Source: an optimization exercise on an open RTL-to-GDS flow (aim: small area, a short achievable clock period and few clock cycles per item). Production flows keep margins and buffers that such runs may drop.
Only simulation tests tie the RTL to the original design; equivalence was not proved.
Power is estimated from default activity; no workload was simulated.

## flow/design.v (module list and top-level ports; edited modules follow where they fit)
// module csa_multiplier: 1713 lines
module csa_multiplier (
    input  logic        clk,
    input  logic        rst_n,
    input  logic        in_valid,
    input  logic [15:0] x,
    input  logic [15:0] y,
    output logic        out_valid,
    output logic [31:0] product
);
  // ...
==> flow/flow/run.sh <==
#!/bin/bash
# Own layout flow: the standard layout with two changes.
# 1. Synthesis: Yosys's synth runs with -noabc, so its early "abc -fast" pass
#    does not re-map the hand-written full/half adders before extract_fa maps
#    them to the library's fa/ha cells (no inverters between adders).
# 2. Port buffers: buffer_ports still gives every input and output port a
#    buffer, but uses the plain buffer named below instead of the delay cell
#    it picks by default.
# Everything else is the standard flow (standard.sh, ORFS make targets).
set -euo pipefail
here=$(pwd)
sed 's/yosys synth -nofsm -noshare /yosys synth -nofsm -noshare -noabc /' synth_recipe.tcl > noabc_synth.tcl
grep -q -- "-noabc" noabc_synth.tcl
export BUFFER_PORTS_ARGS="-buffer_cell sky130_fd_sc_hd__buf_1"
bash standard.sh SYNTH_SCRIPT="$here/noabc_synth.tcl" finish > "$here/flow_make.log" 2>&1
==> flow/standard.sh <==
#!/bin/bash
# synth_recipe.tcl (not shown) runs the flow's synth.tcl, then flattens the netlist and writes it again
# the make line also repeats each setting of config.mk as NAME=value (left out here)
make -C /OpenROAD-flow-scripts/flow DESIGN_CONFIG=/design/flow/config.mk WORK_HOME=/design/flow/orfs CLKGATE_MAP_FILE= SYNTH_SCRIPT=/design/flow/synth_recipe.tcl "${@:-finish}"
==> flow/config.mk <==
export PLATFORM = sky130hd
export DESIGN_NAME = csa_multiplier
export DESIGN_NICKNAME = csa_multiplier
export VERILOG_FILES = /design/flow/design.v
export SDC_FILE = /design/flow/constraint.sdc
export NUM_CORES = 4
export LEC_CHECK = 0
export CAP_MARGIN = 20
export CORE_MARGIN = 2
export CORE_UTILIZATION = 40
export CTS_CLUSTER_DIAMETER = 100
export CTS_CLUSTER_SIZE = 30
export SETUP_SLACK_MARGIN = 4.3
export SLEW_MARGIN = 20
==> flow/constraint.sdc <==
create_clock -name core_clock -period 6.5 [get_ports {clk}]
set_input_delay 1.3000 -clock core_clock [delete_from_list [all_inputs] [get_ports {clk}]]
set_output_delay 1.3000 -clock core_clock [all_outputs]
set_load 0.01 [all_outputs]
==> run summary, run 1 <==
combinational share of power=47.0%; routed wl met2=10.1 mm; uppermost routed layer=met4; Final Routed Wirelength=23.6 mm; CTS H-Tree Depth=1; pre-CTS setup slack=3860 ps; run status=complete, no violations; CTS resizes=80; Fill cells=2628; hold path cells=0; number of port buffers=67; fraction of area in multi-input gates=51.3%; Setup crit end kind=flip-flop; Largest register FFs=32; min cycle time layout=2250 ps; WS Path Type=flip-flop to flip-flop; post-synthesis compound-gate area fraction=13.4%; ANT nets after route=0; area grow syn2layout=10.2%; Primary FF master, synth=dfxtp_1; cells on worst reg2reg path=5; WL met3=1.40 mm; starting density of the core=40.8%; Worst R2R End=t2_g16; Ys Warns=1; Cells after Synth=992; clock network share of area=3.00%; gpl congestion=0.843; Ports=68; area of the multi-input gates=6430 um2; met1 wire length=11.6 mm; setup ws final=4250 ps; met2 Track Usage GR=24.0%; fin cells=1377; Peak VDD IR=0.000201 V; CP most frequent cell=fa_2
Testbench counts, summed over its fixed seeds: cycles 12,024, items 12,000.
==> inputs of run 2 (changes only) <==
--- a/flow/config.mk
+++ b/flow/config.mk
@@ -8,7 +8,7 @@
 export CAP_MARGIN = 20
 export CORE_MARGIN = 2
-export CORE_UTILIZATION = 40
-export CTS_CLUSTER_DIAMETER = 100
-export CTS_CLUSTER_SIZE = 30
+export CORE_UTILIZATION = 50
+export CTS_CLUSTER_DIAMETER = 80
+export CTS_CLUSTER_SIZE = 24
 export SETUP_SLACK_MARGIN = 4.3
 export SLEW_MARGIN = 20
==> run 2 against run 1 <==
- final cell count shrank 6.4%
- total power about the same
- synthesized area unchanged
- global-route usage is 4.6 points higher
- largest cell class unchanged
- critical path type unchanged
==> run summary, run 2 <==
hold buffer count at CTS=0; most common cell after layout, fill and taps aside=dfxtp_1; relative slew slack=55.6%; clock-pin slew on the worst setup and hold paths=90 ps; EDFF count, synth=0; Antenna Cells=0; Final Cycle Share=35.2%; Worst setup SP type=flip-flop; Net count, final=1195; combinational share of power=45.6% (-1.4 points); fmax=437 MHz; final setup fails=0; clock sink total=230; most frequent cell after synthesis=dfxtp_1; CP most frequent cell=fa_2; skew final=10.4 ps; Distinct cells, synth=48; vias post-DR=7018; Max-Cap Viols=0; Final Routed Wirelength=24.0 mm (+1.6%); family with the most delay on the worst path=adder cells; Primary FF master, synth=dfxtp_1; Largest stage delay, worst path=570 ps; Setup crit end kind=flip-flop; Ys Warns=1 (unchanged); gr ovfl total=0; largest registers=pr: 32 flops, xr: 16 flops; sequential power share=39.1%; ANT nets after route=0 (unchanged); DRC viols=0; largest net degree at the start of global routing=35; proportion of layout cells with a drive suffix above 1=13.5%; initial antenna violation count=0; Yosys reg bits=230; syn_nets=1189; gpl congestion=0.840 (-0.28%); Vias/cell=5.44; WS Path Type=flip-flop to flip-flop; Seq/Total Area, Yosys=40.5%; Peak VDD IR=0.000202 V (+0.80%); Ports=68 (unchanged); Setup TNS=0 ps; WHS=333 ps; PwrDens=502 nW/um2; CTS Buffer Depth=3; vias in the first global route=7114; Largest register FFs=32 (unchanged); CTS root buf=clkbuf_16; most frequent cells in the layout=dfxtp_1 (182), xnor2_1 (138), a22oi_1 (120), fa_1 (93), nand2_1 (61); Area contributors post-synth=dfxtp_1 (40%), fa_1 (18%), xnor2_1 (11%); die area=24000 um2; Finished Cell Area=12400 um2; Mapped Area=11400 um2; routed len/inst=18.6 um; synthesized area per cell=11.5 um2; area grow syn2layout=9.32%; CTS H-Tree Depth=1 (unchanged); CTS tree=built; min cycle time layout=2290 ps (+41.8 ps); switching fraction of total power=36.3%; initial drt markers=416; starting density of the core=50.5% (+9.7 points); Core Box Area=22500 um2; DR pass1 iterations=5; measured slew at the worst slew-check pin=667 ps; gr usage total=20.5%; Detailed Place HPWL=16.4 mm; Static Leakage=5.06 nW; asr flop ratio synth=0%; FP Rows=55; crit path DAT=2670 ps; top cell type's share of synthesized area=40.5%; Die W=155 um; Die Y=155 um; Fin. Hold Viols=0; Worst path slowest cell=fa_2; Biggest register=pr; number of port buffers=67 (unchanged); sequence of cells on the critical path=fa_2, fa_2, fa_2, ha_1, a21o_1; Tot Pwr=6.24 mW; first-pass GRT wire length=38.8 mm; Commonest cells post-synth=dfxtp_1 (230), xnor2_1 (138), a22oi_1 (120), fa_1 (105), clkbuf_1 (74); Buf/Inv on CP=0; Clk pwr share=15.3%; Post-CTS Setup Bufs=0; P_int=3.97 mW; min-delay worst type=flip-flop to flip-flop; DP Area=11700 um2; later-pin clock latency in the skew report=480 ps; sw power=2.27 mW; Synth area leader=dfxtp_1; run status=complete, no violations; Worst Path Max Fanout=2; Cells after Synth=992 (unchanged); RSZ-0062 raised after global routing=true; total CTS buffers=14; Slew Viols, Final=0; required time of the critical path=6880 ps
==> run 2: cell types whose count changed in the layout (fill, tap and decap cells not counted), moves of 2 or more <==
cell / previous run / this run
dfxtp_4: 4 / 6
buf_2: 19 / 25
ha_4: 7 / 4
buf_6: 16 / 9
dfxtp_2: 50 / 42
dfxtp_1: 176 / 182
clkbuf_16: 13 / 15
ha_1: 50 / 52
==> run 2: final cells by class <==
class	instances	area (um2)
Sequential cell	230	4680
Clock buffer	17	393
Multi-Input combinational cell	643	6400
Tap cell	285	357
Clock inverter	5	68.8
Timing Repair Buffer	73	399
Inverter	36	135
Fill cell	2005	10100
==> run 2: power by group through the flow <==
stage | sequential (mW) | clock, mW | combinational [mW]
floorplan | 2.34 | 0 | 1.90
global placement | 2.45 | 0 | 2.51
detailed placement | 2.46 | 0 | 2.55
CTS | 2.42 | 0.985 | 2.64
global route | 2.51 | 1.03 | 3.29
finish | 2.44 | 0.954 | 2.85
==> run 2: worst paths after layout <==
kind	slack (ps)	startpoint	endpoint	cells past startpoint
max	4210	t1_c15_0	t2_g16	5
min	330	t1_c2_0	t2_p2	0
max reg2reg	4210	t1_c15_0	t2_g16	5
min reg2reg	330	t1_c2_0	t2_p2	0
==> run 2: repair_timing <==
item,in CTS,in global routing
endpoints found under the setup margin,98,49
resized for setup,74,42
pin swaps,2,7
==> run 2: per-stage QoR <==
stage / util (%) / worst slack [ps] / instances
floorplan: - / 4300 / 992
global placement: 52.0 / 3930 / 1267
detailed placement: 52.0 / 3900 / 1267
CTS: 54.5 / 4200 / 1289
global route: 55.2 / 4180 / 1289
finish: 55.2 / 4210 / 1289
==> run 2: logic make-up (layout without fill, tap and decap cells) <==
logic type      after synthesis  after routing  share of synthesized area [%]
xor+xnor                    172            172                           13.2
compound gates              205            205                           13.4
fa+ha+maj                   162            162                           24.8
buf+inv                     119            131                           3.99
simple gates                104            104                           4.08
flops                       230            230                           40.5
==> run 2: per-layer routing <==
| layer | vias to the layer above | track usage (%) | part of all wire (%) |
|---|---|---|---|
| li1 | 3344 | - | - |
| met1 | 3394 | 31.3 | 49 |
| met2 | 249 | 30.4 | 42 |
| met3 | 31 | 3.17 | 6.4 |
| met4 | 0 | 5.25 | 1.7 |
| met5 | - | 0 | 0 |
==> inputs of run 3 (changes only) <==
--- a/flow/flow/run.sh
+++ b/flow/flow/run.sh
@@ -12,4 +12,4 @@
 sed 's/yosys synth -nofsm -noshare /yosys synth -nofsm -noshare -noabc /' synth_recipe.tcl > noabc_synth.tcl
 grep -q -- "-noabc" noabc_synth.tcl
-export BUFFER_PORTS_ARGS="-buffer_cell sky130_fd_sc_hd__buf_1"
+export BUFFER_PORTS_ARGS="-buffer_cell sky130_fd_sc_hd__buf_2"
 bash standard.sh SYNTH_SCRIPT="$here/noabc_synth.tcl" finish > "$here/flow_make.log" 2>&1
--- a/flow/config.mk
+++ b/flow/config.mk
@@ -8,5 +8,5 @@
 export CAP_MARGIN = 20
 export CORE_MARGIN = 2
-export CORE_UTILIZATION = 50
+export CORE_UTILIZATION = 40
 export CTS_CLUSTER_DIAMETER = 80
 export CTS_CLUSTER_SIZE = 24
==> run 3 against run 2 <==
- global-route usage fell by 4.6 points
- clock power fell by 3.9%
- worst hold slack improved by 1.3 ps
- clock-buffer cell count rose by 1
- non-clock buffer count did not move
- sequential power barely moved
- still clean
- routed wire length fell by 1.6%
- die area rose by 24%
- synthesized area did not move
- critical path depth did not move
==> run summary, run 3 <==
Core Box Area=27900 um2 (+24%); DRC viols=0 (unchanged); PwrDens=488 nW/um2 (-2.8%); routed len/inst=17.0 um (-8.3%); Die W=173 um (+11%); Setup crit end kind=flip-flop; Commonest cells post-synth=dfxtp_1 (230), xnor2_1 (138), a22oi_1 (120), fa_1 (105), clkbuf_1 (74); Antenna Cells=0 (unchanged); synthesized area per cell=11.5 um2 (unchanged); Worst Path Max Fanout=2 (unchanged); Cells after Synth=992 (unchanged); top cell type's share of synthesized area=40.5% (unchanged); die area=29800 um2 (+24%); CTS root buf=clkbuf_16; Distinct cells, synth=48 (unchanged); largest net degree at the start of global routing=35 (unchanged); crit path DAT=2630 ps (-40 ps); Final Cycle Share=34.5% (-0.73 points); Detailed Place HPWL=16.7 mm (+1.4%); number of port buffers=67 (unchanged); Area contributors post-synth=dfxtp_1 (40%), fa_1 (18%), xnor2_1 (11%); Ys Warns=1 (unchanged); EDFF count, synth=0 (unchanged); hold buffer count at CTS=0 (unchanged); clock sink total=230 (unchanged); WS Path Type=flip-flop to flip-flop; most frequent cell after synthesis=dfxtp_1; Post-CTS Setup Bufs=0 (unchanged); Mapped Area=11400 um2 (unchanged); total CTS buffers=14 (unchanged); initial antenna violation count=0 (unchanged); Primary FF master, synth=dfxtp_1; setup ws final=4260 ps (+47.4 ps); pre-CTS setup slack=3890 ps (-11.1 ps); Fin. Hold Viols=0 (unchanged); most common cell after layout, fill and taps aside=dfxtp_1; FP Rows=61 (+11%); Worst setup SP type=flip-flop; Net count, final=1195 (unchanged); final setup fails=0 (unchanged); first-pass GRT wire length=38.6 mm (-0.62%); RSZ-0062 raised after global routing=true; initial drt markers=543 (+31%); proportion of layout cells with a drive suffix above 1=16.8% (+3.3 points); required time of the critical path=6890 ps (about the same); measured slew at the worst slew-check pin=626 ps (-40.5 ps); later-pin clock latency in the skew report=500 ps (+20 ps); Ports=68 (unchanged); starting density of the core=40.8% (-9.7 points); CTS Buffer Depth=3 (unchanged); gpl congestion=0.869 (+3.4%); CTS H-Tree Depth=1 (unchanged); skew final=34.9 ps (+24.6 ps); ANT nets after route=0 (unchanged); run status=complete, no violations; vias in the first global route=7277 (+2.3%); area grow syn2layout=10.8%; Static Leakage=5.17 nW (+2.0%); Largest register FFs=32 (unchanged); Final Routed Wirelength=23.6 mm (-1.6%); CTS tree=built; vias post-DR=6949 (-0.98%); fmax=446 MHz (+2.1%); Peak VDD IR=0.000188 V (-7.0%); Vias/cell=5.02 (-7.7%); Slew Viols, Final=0 (unchanged); asr flop ratio synth=0% (unchanged); Placed Instances=1360 (+7.3%); gr ovfl total=0 (unchanged); Biggest register=pr; DR pass1 iterations=6 (+1); fin cells=1383 (+7.3%); relative slew slack=58.2% (+2.7 points); Max-Cap Viols=0 (unchanged); Synth area leader=dfxtp_1; min-delay worst type=flip-flop to flip-flop; Setup TNS=0 ps (unchanged); Yosys reg bits=230 (unchanged); largest registers=pr: 32 flops, xr: 16 flops; clock-pin slew on the worst setup and hold paths=100 ps (about the same); Seq/Total Area, Yosys=40.5% (unchanged); gr usage total=15.9% (-4.6 points); Die Y=173 um (+11%); min cycle time layout=2240 ps (-47.4 ps); most frequent cells in the layout=dfxtp_1 (178), xnor2_1 (138), a22oi_1 (120), fa_1 (97), nand2_1 (61); syn_nets=1189 (unchanged)
-- run 3: changes by cell type in the layout (fill, tap and decap cells not counted), moves of 3 or more --
cell	delta
dfxtp_2	+3
buf_2	+27
fa_2	-4
buf_1	-34
buf_6	+9
dfxtp_1	-4
fa_1	+4
-- run 3: repair_timing --
action | in CTS | in global routing
pin swaps | 1 | 2
resized for setup | 39 | 50
endpoints found under the setup margin | 97 | 58
-- run 3: cells by family after synthesis --
kind of cell               Yosys count  synth area share, %
DFF                                230                 40.5
AOI/OAI and AO/OA                  205                 13.4
xor gates and xnor gates           172                 13.2
adders and majority gates          162                 24.8
buffers and inverters              119                 3.99
and+or+nand+nor                    104                 4.08
-- run 3: worst paths after layout --
check,startpoint,end,slack [ps],cells after the start
min reg2reg,t1_c2_0,t2_p2,330,0
min,t1_c2_0,t2_p2,330,0
max reg2reg,t1_c15_1,t2_g16,4260,5
max,t1_c15_1,t2_g16,4260,5
-- run 3: where the power goes --
part / switching (mW) / leakage, nW / total (mW) / internal, mW
sequential: 0.422 / 1.94 / 2.44 / 2.02
combinational: 1.33 / 3.01 / 2.79 / 1.45
clock: 0.474 / 0.217 / 0.917 / 0.443
total: 2.23 / 5.17 / 6.15 / 3.92
-- run 3: per-layer routing --
metal | part of all wire, % | track usage [%] | up-vias
met2 | 43 | 24.4 | 217
met1 | 48 | 22.5 | 3345
met5 | 0 | 0 | -
met4 | 2.9 | 6.13 | 0
li1 | - | - | 3339
met3 | 5.9 | 2.51 | 48
-- run 3: metrics by stage --
stage | hold slack [ps] | utilization, % | power (mW) | area [um2]
after floorplan | 310 | - | 4.24 | 11400
after global placement | 312 | 42.7 | 4.97 | 11900
after detailed placement | 314 | 42.7 | 5.02 | 11900
after CTS | 337 | 44.6 | 6.04 | 12400
after global routing | 343 | 45.2 | 6.75 | 12600
final | 334 | 45.2 | 6.15 | 12600
-- run 3: layout make-up --
type | instances | area [um2]
clock buffers | 18 | 397
clock inverters | 5 | 38.8
fillers | 2589 | 15300
inverters | 36 | 135
multi-input cells | 643 | 6390
flip-flops and latches | 230 | 4690
well taps | 378 | 473
repair buffers | 73 | 485
-- run 3: critical path, stage by stage, from the launching register on --
cell	delay, ps
dfxtp_2	370
fa_2	450
fa_2	360
fa_1	480
ha_1	300
a21o_1	180

[port drivers added, routing unchanged]
How much do the figures lean on ideal ports? The routed layouts below were timed once more, with nothing changed but the port constraints. Step 1 sets driving cells, clkbuf_16 on the clock port and buf_2 on the other inputs (assumed; they add their load-dependent delay and slew). Step 2 times the ports against the registers' clock, not the clock port: input delays grow and output delays shrink by t, the midpoint of the rising clock arrivals with the driver on. Three values: ideal ports, drivers, drivers and shift; two values: the first two.
run | t (ns) | setup WS [ns] | hold slack, ns | slew at the worst register clock pin (ns) | cell pins on the clock port's net
run 1 | 0.526 | 4.253 / 4.222 / 4.253 | 0.317 / 0.317 / 0.317 | 0.12 / 0.12 | 1
run 2 | 0.525 | 4.211 / 4.211 / 4.211 | 0.333 / 0.333 / 0.333 | 0.09 / 0.09 | 1
run 3 | 0.526 | 4.258 / 4.224 / 4.258 | 0.334 / 0.334 / 0.334 | 0.10 / 0.10 | 1
After both steps setup and hold are still met in every run listed.
